This design comes from an exercise in tuning for small area, a short achievable clock period and few clock cycles per item on the open sky130 flow, not from production work. RTL that was checked went through simulation tests only; none was proved equivalent to the original. Power and IR drop assume default switching activity.

## maple
// eigen2x2_fx
module eigen2x2_fx #(
  parameter int WIDTH = 32,
  parameter int FRAC  = 16
) (
  input  logic             clk,
  input  logic             rst,
  input  logic             start,
  input  logic [WIDTH-1:0] a1,
  input  logic [WIDTH-1:0] a2,
  input  logic [WIDTH-1:0] a3,
  input  logic [WIDTH-1:0] a4,
  output logic             busy,
  output logic             done,
  output logic [WIDTH-1:0] v1,
  output logic [WIDTH-1:0] v2,
  output logic             complex,
  output logic             ovf
);
Settings: LEC_CHECK=0, CAP_MARGIN=20, CORE_MARGIN=2, CORE_UTILIZATION=55, SLEW_MARGIN=20; clock period 10.0 ns.
standard.sh (not shown) runs the stock make flow with config.mk's settings and CLKGATE_MAP_FILE= SYNTH_SCRIPT=/design/flow/synth_recipe.tcl, a recipe that flattens the netlist after the stock synthesis.
==> flow/flow/run.sh <==
#!/bin/bash
set -euo pipefail
bash standard.sh "BUFFER_PORTS_ARGS=-buffer_cell sky130_fd_sc_hd__buf_1" SETUP_SLACK_MARGIN=5.6 finish > standard_flow.log 2>&1
maple completed every stage of the flow, and the final layout passed the timing, DRC and antenna checks.
Testbench counts of maple, summed over its fixed seeds: cycles 145,962, items 3,200.
[inputs] fjord vs maple
==> flow/flow/run.sh <==
#!/bin/bash
set -euo pipefail
bash standard.sh "BUFFER_PORTS_ARGS=-buffer_cell sky130_fd_sc_hd__buf_1" SETUP_SLACK_MARGIN=6.0 finish > standard_flow.log 2>&1
## What came out
- Going from maple to fjord, share of the core filled with cells grows by 5.8 points.
- In the reports for fjord and maple, the smaller area of all sequential standard cells belongs to maple.
- Of fjord and maple, it is fjord that has the lower switching portion of total power.
- Re post-layout minimum cycle time: fjord and maple aren't equal, and the lower value belongs to fjord.
- In the tables for fjord and maple, power of the clock network reads lower with maple.
- fjord: top achievable clock speed 2.2% above maple
- For the first-pass GRT wire length, fjord came in 3000 µm higher than maple did.
- Of fjord and maple, fjord shows the higher total power draw, with maple below it.
## Diff of input files: indigo against fjord
==> flow/flow/run.sh <==
#!/bin/bash
set -euo pipefail
bash standard.sh "BUFFER_PORTS_ARGS=-buffer_cell sky130_fd_sc_hd__buf_1" SETUP_SLACK_MARGIN=5.8 finish > standard_flow.log 2>&1
==> comparison <==
indigo: first-pass GRT wire length 3500 µm below fjord
Comparing indigo and fjord, the lower met2 usage in global routing is on indigo.
Going from fjord to indigo, count of vias placed by the detailed router moved down; total stage count of the critical path moved down; cell area moved down; core utilization moved down; peak fanout along the critical path moved up.
> inputs changed (indigo -> pepper)
==> flow/flow/run.sh <==
#!/bin/bash
set -euo pipefail
bash standard.sh "BUFFER_PORTS_ARGS=-buffer_cell sky130_fd_sc_hd__buf_1" SETUP_SLACK_MARGIN=6.2 finish > standard_flow.log 2>&1
==> run notes <==
Between pepper and indigo, the portion of total power attributed to the clock network figures differ only marginally. pepper ended with more clock skew than indigo. Share of the final layout cell area in multi-input gates essentially unchanged between pepper and indigo. Summary of pepper over indigo: wire length picked up an extra 4100 µm, final clock period utilization by the worst path went down 0.97 points, routed length on met1 up about 2.6%, worst hold slack has increased, sequential share of layout area saw a decrease. Summary of pepper over indigo: synthesized area shows no meaningful change, leakage power shows an increase of about 9%. Post-route cell area ended up 2000 µm² higher on pepper than on indigo.

* * *

== v38 ==
Another version of the RTL of eigen2x2_fx (not shown whole).
For scale: ~210 flip-flops, ~200 I/O pins.
clock: 10.0 ns
lec_check: 0
cap_margin: 20
core_margin: 2
core_utilization: 55
slew_margin: 20
==> flow/flow/run.sh <==
#!/bin/bash
set -euo pipefail
bash standard.sh "BUFFER_PORTS_ARGS=-buffer_cell sky130_fd_sc_hd__buf_1" SETUP_SLACK_MARGIN=5.8 finish > standard_flow.log 2>&1
Input-level comparison between v2 and v38:
Settings: a change of CORE_UTILIZATION from 55 to 50; an added CTS_CLUSTER_SIZE of 30; an added CTS_CLUSTER_DIAMETER of 100.
==> flow/flow/run.sh <==
#!/bin/bash
set -euo pipefail
bash standard.sh "BUFFER_PORTS_ARGS=-buffer_cell sky130_fd_sc_hd__buf_1" SETUP_SLACK_MARGIN=5.7 finish > standard_flow.log 2>&1
--- outcome ---
v38 and v2 all finish clean. Internal power of the cells, v2 vs v38: down by more than 10%. Post-layout instance area: lower on v2. Setup slack in v2 is smaller than in v38. Taking v38 as the reference point, the largest net degree at the start of global routing of v2 rises by 8.8%. For the minimum clock period, v2 came in 0.12 ns higher than v38 did. Summary: power, v2 better than v38.
No run of this note included a check of the RTL's function; only the layout flow was run.

==> re-timing with driven ports <==
Ports are ideal in the flow. The routed layouts listed here were re-timed in OpenROAD.
Step 1: set_driving_cell puts a clkbuf_16 on clk and a buf_2 on each other input, an assumption about the parent block.
Step 2, shift: input delay + t, output delay - t, t = (earliest + latest rising clock arrival at the registers) / 2. This alone moves slack from input paths to output paths.
Three values: ideal ports, drivers, drivers and shift; two values: the first two.
run | t (ns) | setup slack, ns | worst hold slack (ns) | worst slew at a driven data input, ns | pins driven straight from the clock port
maple | 0.597 | 5.660 / 5.605 / 5.716 | 0.436 / 0.436 / 0.436 | 0.06 | 1
fjord | 0.591 | 5.753 / 5.705 / 5.854 | 0.451 / 0.451 / 0.451 | 0.07 | 1
indigo | 0.588 | 5.850 / 5.795 / 5.879 | 0.441 / 0.441 / 0.441 | 0.08 | 1
pepper | 0.595 | 5.947 / 5.897 / 5.966 | 0.454 / 0.454 / 0.454 | 0.08 | 1
v38 | 0.603 | 5.802 / 5.802 / 5.802 | 0.457 / 0.457 / 0.457 | 0.06 | 1
v2 | 0.540 | 5.684 / 5.684 / 5.684 | 0.453 / 0.453 / 0.453 | 0.05 | 1
After both steps setup and hold are still met in every run listed.
